This design comes from an exercise in tuning for small area and a short achievable clock period on the open sky130 flow, not from production work. Only simulation tests tie the RTL to the original design; equivalence was not proved. Power is estimated from default activity; no workload was simulated.

## design/flow/run.sh

```bash
#!/bin/bash
# synth_recipe.tcl (not shown) runs the flow's synth.tcl, then flattens the netlist and writes it again
# the make line also repeats each setting of config.mk as NAME=value (left out here)
make -C /OpenROAD-flow-scripts/flow DESIGN_CONFIG=/design/flow/config.mk WORK_HOME=/design/flow/orfs CLKGATE_MAP_FILE= SYNTH_SCRIPT=/design/flow/synth_recipe.tcl finish
```

## design/flow/config.mk

```make
export PLATFORM = sky130hd
export DESIGN_NAME = psram_spi_responder
export DESIGN_NICKNAME = psram_spi_responder
export VERILOG_FILES = /design/flow/design.v
export SDC_FILE = /design/flow/constraint.sdc
export NUM_CORES = 4
export LEC_CHECK = 0
export CAP_MARGIN = 20
export CORE_MARGIN = 2
export CORE_UTILIZATION = 40
export SLEW_MARGIN = 20
```

## design/flow/constraint.sdc

```tcl
create_clock -name core_clock -period 5.0 [get_ports {sys_clk}]
set_input_delay 1.0000 -clock core_clock [delete_from_list [all_inputs] [get_ports {sys_clk}]]
set_output_delay 1.0000 -clock core_clock [all_outputs]
set_load 0.01 [all_outputs]
```

## design/flow/design.v

```verilog
`default_nettype none
module psram_spi_responder #(
    parameter int         ADDR_W = 8,
    parameter logic [7:0] MF_ID  = 8'h0D,
    parameter logic [7:0] KGD_ID = 8'h5D
) (
    input  logic sys_clk,
    input  logic sys_reset_n,
    input  logic ce_n,
    input  logic sclk,
    input  logic si,
    output logic so,
    output logic so_oe,
    output logic busy,
    output logic rst_evt,
    output logic cmd_err
);
    localparam int               DEPTH   = 1 << ADDR_W;
    localparam logic [ADDR_W-1:0] PTR_ONE = {{(ADDR_W-1){1'b0}}, 1'b1};
    typedef enum logic [2:0] {
        S_IDLE, S_CMD, S_ADDR, S_DUMMY, S_RD, S_WR, S_ID, S_IGNORE
    } state_t;
    typedef enum logic [1:0] {K_RD, K_WR, K_ID, K_FRD} kind_t;
    logic [1:0]        ce_sync_q;
    logic [2:0]        sclk_sync_q;
    logic [1:0]        si_sync_q;
    state_t            state_q;
    kind_t             kind_q;
    logic [4:0]        bitcnt_q;
    logic [6:0]        sh_q;
    logic [ADDR_W-2:0] addr_sh_q;
    logic [ADDR_W-1:0] ptr_q;
    logic [6:0]        out_sh_q;
    logic [2:0]        outcnt_q;
    logic [1:0]        id_idx_q;
    logic              reset_armed_q;
    logic              so_q, so_oe_q, busy_q, rst_evt_q, cmd_err_q;
    logic              we_q;
    logic [ADDR_W-1:0] waddr_q;
    logic [7:0]        wdata_q;
    logic [7:0]        mem [DEPTH];
    logic              ce_s, sclk_rise, sclk_fall, si_s;
    logic [7:0]        byte_in;
    logic [ADDR_W-1:0] addr_in;
    logic [7:0]        out_byte;
    assign ce_s      = ce_sync_q[1];
    assign si_s      = si_sync_q[1];
    assign sclk_rise =  sclk_sync_q[1] & ~sclk_sync_q[2];
    assign sclk_fall = ~sclk_sync_q[1] &  sclk_sync_q[2];
    assign byte_in   = {sh_q, si_s};
    assign addr_in   = {addr_sh_q, si_s};
    always_comb begin
        out_byte = mem[ptr_q];
        if (state_q == S_ID) begin
            case (id_idx_q)
                2'd0:    out_byte = MF_ID;
                2'd1:    out_byte = KGD_ID;
                default: out_byte = 8'h00;
            endcase
        end
    end
    always_ff @(posedge sys_clk or negedge sys_reset_n) begin
        if (!sys_reset_n) begin
            ce_sync_q   <= 2'b11;
            sclk_sync_q <= '0;
            si_sync_q   <= '0;
        end else begin
            ce_sync_q   <= {ce_sync_q[0], ce_n};
            sclk_sync_q <= {sclk_sync_q[1:0], sclk};
            si_sync_q   <= {si_sync_q[0], si};
        end
    end
    always_ff @(posedge sys_clk or negedge sys_reset_n) begin
        if (!sys_reset_n) begin
            state_q       <= S_IDLE;
            kind_q        <= K_RD;
            bitcnt_q      <= '0;
            sh_q          <= '0;
            addr_sh_q     <= '0;
            ptr_q         <= '0;
            out_sh_q      <= '0;
            outcnt_q      <= '0;
            id_idx_q      <= '0;
            reset_armed_q <= 1'b0;
            so_q          <= 1'b0;
            so_oe_q       <= 1'b0;
            busy_q        <= 1'b0;
            rst_evt_q     <= 1'b0;
            cmd_err_q     <= 1'b0;
            we_q          <= 1'b0;
            waddr_q       <= '0;
            wdata_q       <= '0;
        end else begin
            rst_evt_q <= 1'b0;
            cmd_err_q <= 1'b0;
            we_q      <= 1'b0;
            if (ce_s) begin
                state_q  <= S_IDLE;
                so_q     <= 1'b0;
                so_oe_q  <= 1'b0;
                busy_q   <= 1'b0;
                bitcnt_q <= '0;
                outcnt_q <= '0;
            end else begin
                busy_q <= 1'b1;
                case (state_q)
                    S_IDLE: begin
                        state_q  <= S_CMD;
                        bitcnt_q <= '0;
                    end
                    S_CMD: if (sclk_rise) begin
                        sh_q     <= byte_in[6:0];
                        bitcnt_q <= bitcnt_q + 5'd1;
                        if (bitcnt_q == 5'd7) begin
                            bitcnt_q      <= '0;
                            reset_armed_q <= 1'b0;
                            state_q       <= S_IGNORE;
                            case (byte_in)
                                8'h03: begin kind_q <= K_RD;  state_q <= S_ADDR; end
                                8'h02: begin kind_q <= K_WR;  state_q <= S_ADDR; end
                                8'h9F: begin kind_q <= K_ID;  state_q <= S_ADDR; end
                                8'h66: reset_armed_q <= 1'b1;
                                8'h99: if (reset_armed_q) begin
                                    rst_evt_q <= 1'b1;
                                    ptr_q     <= '0;
                                    outcnt_q  <= '0;
                                end
                                default: cmd_err_q <= 1'b1;
                            endcase
                        end
                    end
                    S_ADDR: if (sclk_rise) begin
                        addr_sh_q <= addr_in[ADDR_W-2:0];
                        bitcnt_q  <= bitcnt_q + 5'd1;
                        if (bitcnt_q == 5'd23) begin
                            bitcnt_q <= '0;
                            ptr_q    <= addr_in;
                            outcnt_q <= '0;
                            id_idx_q <= '0;
                            case (kind_q)
                                K_WR:    state_q <= S_WR;
                                K_ID:    state_q <= S_ID;
                                K_FRD:   state_q <= S_DUMMY;
                                default: state_q <= S_RD;
                            endcase
                        end
                    end
                    S_DUMMY: if (sclk_rise) begin
                        bitcnt_q <= bitcnt_q + 5'd1;
                        if (bitcnt_q == 5'd7) begin
                            bitcnt_q <= '0;
                            state_q  <= S_RD;
                        end
                    end
                    S_RD, S_ID: if (sclk_fall) begin
                        so_oe_q  <= 1'b1;
                        outcnt_q <= outcnt_q + 3'd1;
                        if (outcnt_q == 3'd0) begin
                            so_q     <= out_byte[7];
                            out_sh_q <= out_byte[6:0];
                        end else begin
                            so_q     <= out_sh_q[6];
                            out_sh_q <= {out_sh_q[5:0], 1'b0};
                        end
                        if (outcnt_q == 3'd7) begin
                            if (state_q == S_RD)
                                ptr_q <= ptr_q + PTR_ONE;
                            else if (id_idx_q != 2'd2)
                                id_idx_q <= id_idx_q + 2'd1;
                        end
                    end
                    S_WR: if (sclk_rise) begin
                        sh_q     <= byte_in[6:0];
                        bitcnt_q <= bitcnt_q + 5'd1;
                        if (bitcnt_q == 5'd7) begin
                            bitcnt_q <= '0;
                            we_q     <= 1'b1;
                            waddr_q  <= ptr_q;
                            wdata_q  <= byte_in;
                            ptr_q    <= ptr_q + PTR_ONE;
                        end
                    end
                    S_IGNORE: ;
                    default: state_q <= S_IDLE;
                endcase
            end
        end
    end
    always_ff @(posedge sys_clk) begin
        if (we_q)
            mem[waddr_q] <= wdata_q;
    end
    assign so      = so_q;
    assign so_oe   = so_oe_q;
    assign busy    = busy_q;
    assign rst_evt = rst_evt_q;
    assign cmd_err = cmd_err_q;
endmodule
`default_nettype wire
```

==> key figures <==
Floorplan
  • Io pins: 10
  • Core area: 0.2073 mm²
  • Starting Density: 0.4028
  • Die X: 460.9 µm
  • Num rows: 167
  • Full die area: between 0.2 and 0.25 mm²
  • Height of the die: between 400 and 500 µm

Pwr
  • Leakage power: 27.01 nW
  • PD cells: 371.2 mW/mm²
  • Maximum vdd ir drop: 0.2618 mV

Route
  • DRT met1 WL: 90970 µm
  • Post-route ant nets: 0
  • Vias: 42880
  • Final wirelength: 218300 µm
  • First-pass DRT Iterations: 8
  • WL met3: 19610 µm
  • Via-to-Cell Ratio: 5.836
  • Average wire per standard cell: around 30 µm
  • Met2 WL: a little over 100000 µm
  • DR top layer: met4
  • Residual DRC: 0
  • DR iter-0 viols: between 4000 and 5000

Timing
  • FMAX: 245.2 MHz
  • RSZ-0062 raised after global routing: false
  • Final worst path period share: 0.8157
  • Final setup viols: 0
  • Final Hold Vio Count: 0
  • Max Transition Viols Final: 0
  • Post-route setup slack: ~0.92 ns
  • Least-Margin Pin Slew: 1.136 ns
  • Clock skew: ~0.038 ns
  • Slew Limit Headroom: 0.2421
  • Min cycle time layout: a little over 4 ns
  • TNS Setup: 0 ns
  • Final hold slack: about 0.14 ns

CTS
  • PostCTS Resize Cnt: 0
  • Clock sink total: roughly 2100
  • TritonCTS clock tree: yes
  • Clock latency (worst-skew pair): 0.84 ns
  • H-Tree Level Count: 4
  • Clock transition at path regs: approximately 0.06 ns
  • Post-CTS setup repair buffer count: 0
  • TritonCTS buffer count: 210
  • Maximum clock path buffer count: 3
  • CTS root buf: clkbuf_16
  • Hold_buf cts: 0

Final layout
  • Ratio of cells with drive above 1 in the final layout: 0.2021
  • Area growth from synthesis to layout: 12.58%
  • Post-layout util: 0.4535
  • Filler cell count: 17410
  • Final #Nets: 4396

Critical path
  • Capturing point of the worst reg2reg path: so_q
  • CP max stage delay: a little under 0.9 ns
  • R2R setup slack: 0.92 ns
  • Setup crit end kind: flip-flop
  • WP data arrival: 4.84 ns
  • R2R cell count: 8
  • Slowest cell on crit path: dfrtp_4
  • CP cell instances: nand2_4, o22ai_1, a2111oi_0, a211oi_1, o22ai_1, nor3_1, o31ai_1, a31oi_1
  • Crit path max fanout: 40
  • Worst R2R Start: ptr_q[1]
  • CP Launch Type: flip-flop
  • Type of the worst setup path: reg2reg
  • Most used cell, CP: o22ai_1
  • Critical path data required time: 5.76 ns

Logic synthesis
  • Area share of xor/xnor cells in the synthesized design: 0.0003147
  • #FFs+latches synth: ~2100
  • Main combinational cell family by area after synthesis: multiplexers
  • Synth Area in Compound Gates: 0.03758
  • Cell variety after synth: 73
  • Syn. warnings: 1
  • Post-synth EDFFs: 2048
  • Adder-Cell Fraction of Synth Area: 0.001199
  • Register area share after synthesis: 0.7588
  • Post-synth top flop: edfxtp_1
  • Share of synthesized registers carrying an async set or reset: 0.03487
  • Post-Syn Instances: about 4200
  • Avg Inst Size Synth: 19.66 µm²
  • Synthesized area: 0.08350 mm²
  • Mux contribution to synthesized area: 0.1493
  • Net Count, Synth: 4261
  • Post-Synth Simple-Gate Area: 0.03369

Place
  • GPL Wtd Cong: 0.8661
  • I/O Buffers: 9
  • Dpl ws: 1.044 ns
  • Post-detail-place hpwl: 132400 µm

GRT
  • Total gr overflow: 0
  • Gr usage total: 0.2050
  • First-pass GRT wire length: roughly 310000 µm
  • Initial antenna violation count: 6
  • Vias in the first global route: 42020
  • Largest net degree at the start of global routing: 207

Run
  • Max Cap Violations: 0

Outcome
  • Status: finished clean

Worst hold path
  • Hold Crit Class: in2async
-- power by group --
part	internal, mW	switching, mW
Combinational	0.0755	0.148
Sequential	19.2	0.0654
Clock	8.73	6.65
-- state kept, by name (all words and copies together) (netlist names), 2 cells and up --
name         flops
addr_sh_q        7
bitcnt_q         5
ce_sync_q        2
id_idx_q         2
kind_q           2
mem           2048
out_sh_q         7
outcnt_q         3
ptr_q            8
sclk_sync_q      3
sh_q             7
si_sync_q        2
state_q          3
waddr_q          8
wdata_q          8
-- worst max path at each step --
stage               startpoint     endpoint  slack [ns]  cells past startpoint
floorplan           wdata_q[0]    mem[0][0]        1.01                      0
global placement      ptr_q[1]  out_sh_q[1]        0.89                      9
detailed placement    ptr_q[1]  out_sh_q[0]        1.04                      9
CTS                   ptr_q[1]  out_sh_q[0]        1.03                      9
global route          ptr_q[1]         so_q        0.74                      8
finish                ptr_q[1]         so_q        0.92                      8
-- layout make-up --
class                      count  area, µm²  area share
timing repair buffer         181       1784     0.01898
clock buffer                 264       5594     0.05951
clock inverter               123       1071     0.01139
sequential                  2122      63400      0.6744
tap                         2788       3488     0.03711
multi-input combinational   1848      18580      0.1976
inverter                      20      85.08   0.0009051
antenna                        1      2.502  0.00002662
-- logic make-up (layout without fill, tap and decap cells) --
group,after synthesis,count (layout)
flops,2122,2122
mux,725,725
simple gates,660,660
compound gates,452,452
buf+inv,278,588
fa+ha+maj,8,8
xor+xnor,3,3
other cells,0,1
-- metal layers --
metal,vias to the layer above,GRT usage
li1,17800,-
met1,22760,0.2963
met2,2010,0.3163
met3,305,0.04207
met4,0,0.05649
met5,-,0
-- metrics by stage --
stage	std cells	power, mW	cell area [µm²]
finish	7347	34.90	94000
floorplan	4248	19.80	83500
detailed placement	6958	19.89	87310
global route	7346	35.81	94000
global placement	6957	19.88	87300
CTS	7345	35.11	93970
-- cell usage after synthesis (all sizes together) (10+ instances only) --
library cell  count  share of area
a2111oi          12         0.0013
a21oi            94         0.0056
buf             135          0.013
clkbuf          123         0.0055
dfrtp            72          0.022
edfxtp         2048           0.74
inv              16        0.00072
mux2             10         0.0013
mux2i           300          0.036
mux4            415           0.11
nand2           157         0.0071
nand3            41         0.0025
nand4            16         0.0012
nor2            337          0.015
nor2b            15         0.0011
nor3             46         0.0028
o21ai            57         0.0034
o221ai          122          0.013
o22ai            81         0.0061
-- critical path, delay by kind of cell, from the launching register on --
family             cells  cell delay, ns
AOI/OAI and AO/OA      6            1.63
DFF                    1            0.87
and+or+nand+nor        2            1.45
-- cells in the final DEF, fill, tap and decap left out, types with 8 or more instances in the layout --
cell type	netlist	layout
clkbuf_16	0	215
mux2i_1	300	300
nand4_1	16	16
ha_1	8	8
nor2b_1	15	14
o211ai_1	8	8
nor4_1	9	9
o22ai_1	81	81
mux4_2	415	415
o21ai_0	57	57
nand3_1	41	37
a21oi_1	94	94
bufinv_16	0	16
a31oi_1	9	9
nor2_1	337	336
clkdlybuf4s50_1	0	8
o221ai_1	122	122
clkinv_2	0	38
edfxtp_1	2048	2048
inv_1	15	13
nand2_1	157	156
dfrtp_1	72	58
a2111oi_0	12	12
buf_12	1	31
a211oi_1	9	9
nor3_1	46	46
clkinv_1	4	53
buf_4	33	140
dfrtp_4	0	11
mux2_2	10	10
clkbuf_1	123	46

-- static timing again, ports no longer ideal --
The results above use ideal ports. As a check the final layout listed here was re-extracted and re-timed, cells and wires unchanged.
Step 1, drivers: a clkbuf_16 drives sys_clk and a buf_2 each remaining input, both assumed.
Step 2 times the ports against the registers' clock, not the clock port: input delays grow and output delays shrink by t, the midpoint of the rising clock arrivals with the driver on.
Three values: ideal, step 1, step 2; two values: the first two.
t (ns): 0.919
setup slack, ns: 0.922 / 0.922 / 0.922
hold slack, ns: 0.145 / 0.077 / 0.357
worst register clock-pin slew, ns: 0.07 / 0.07
After both steps this run still meets setup and hold. For this run, drivers alone change the setup slack by 0.000 ns; drivers and shift together by 0.000 ns.
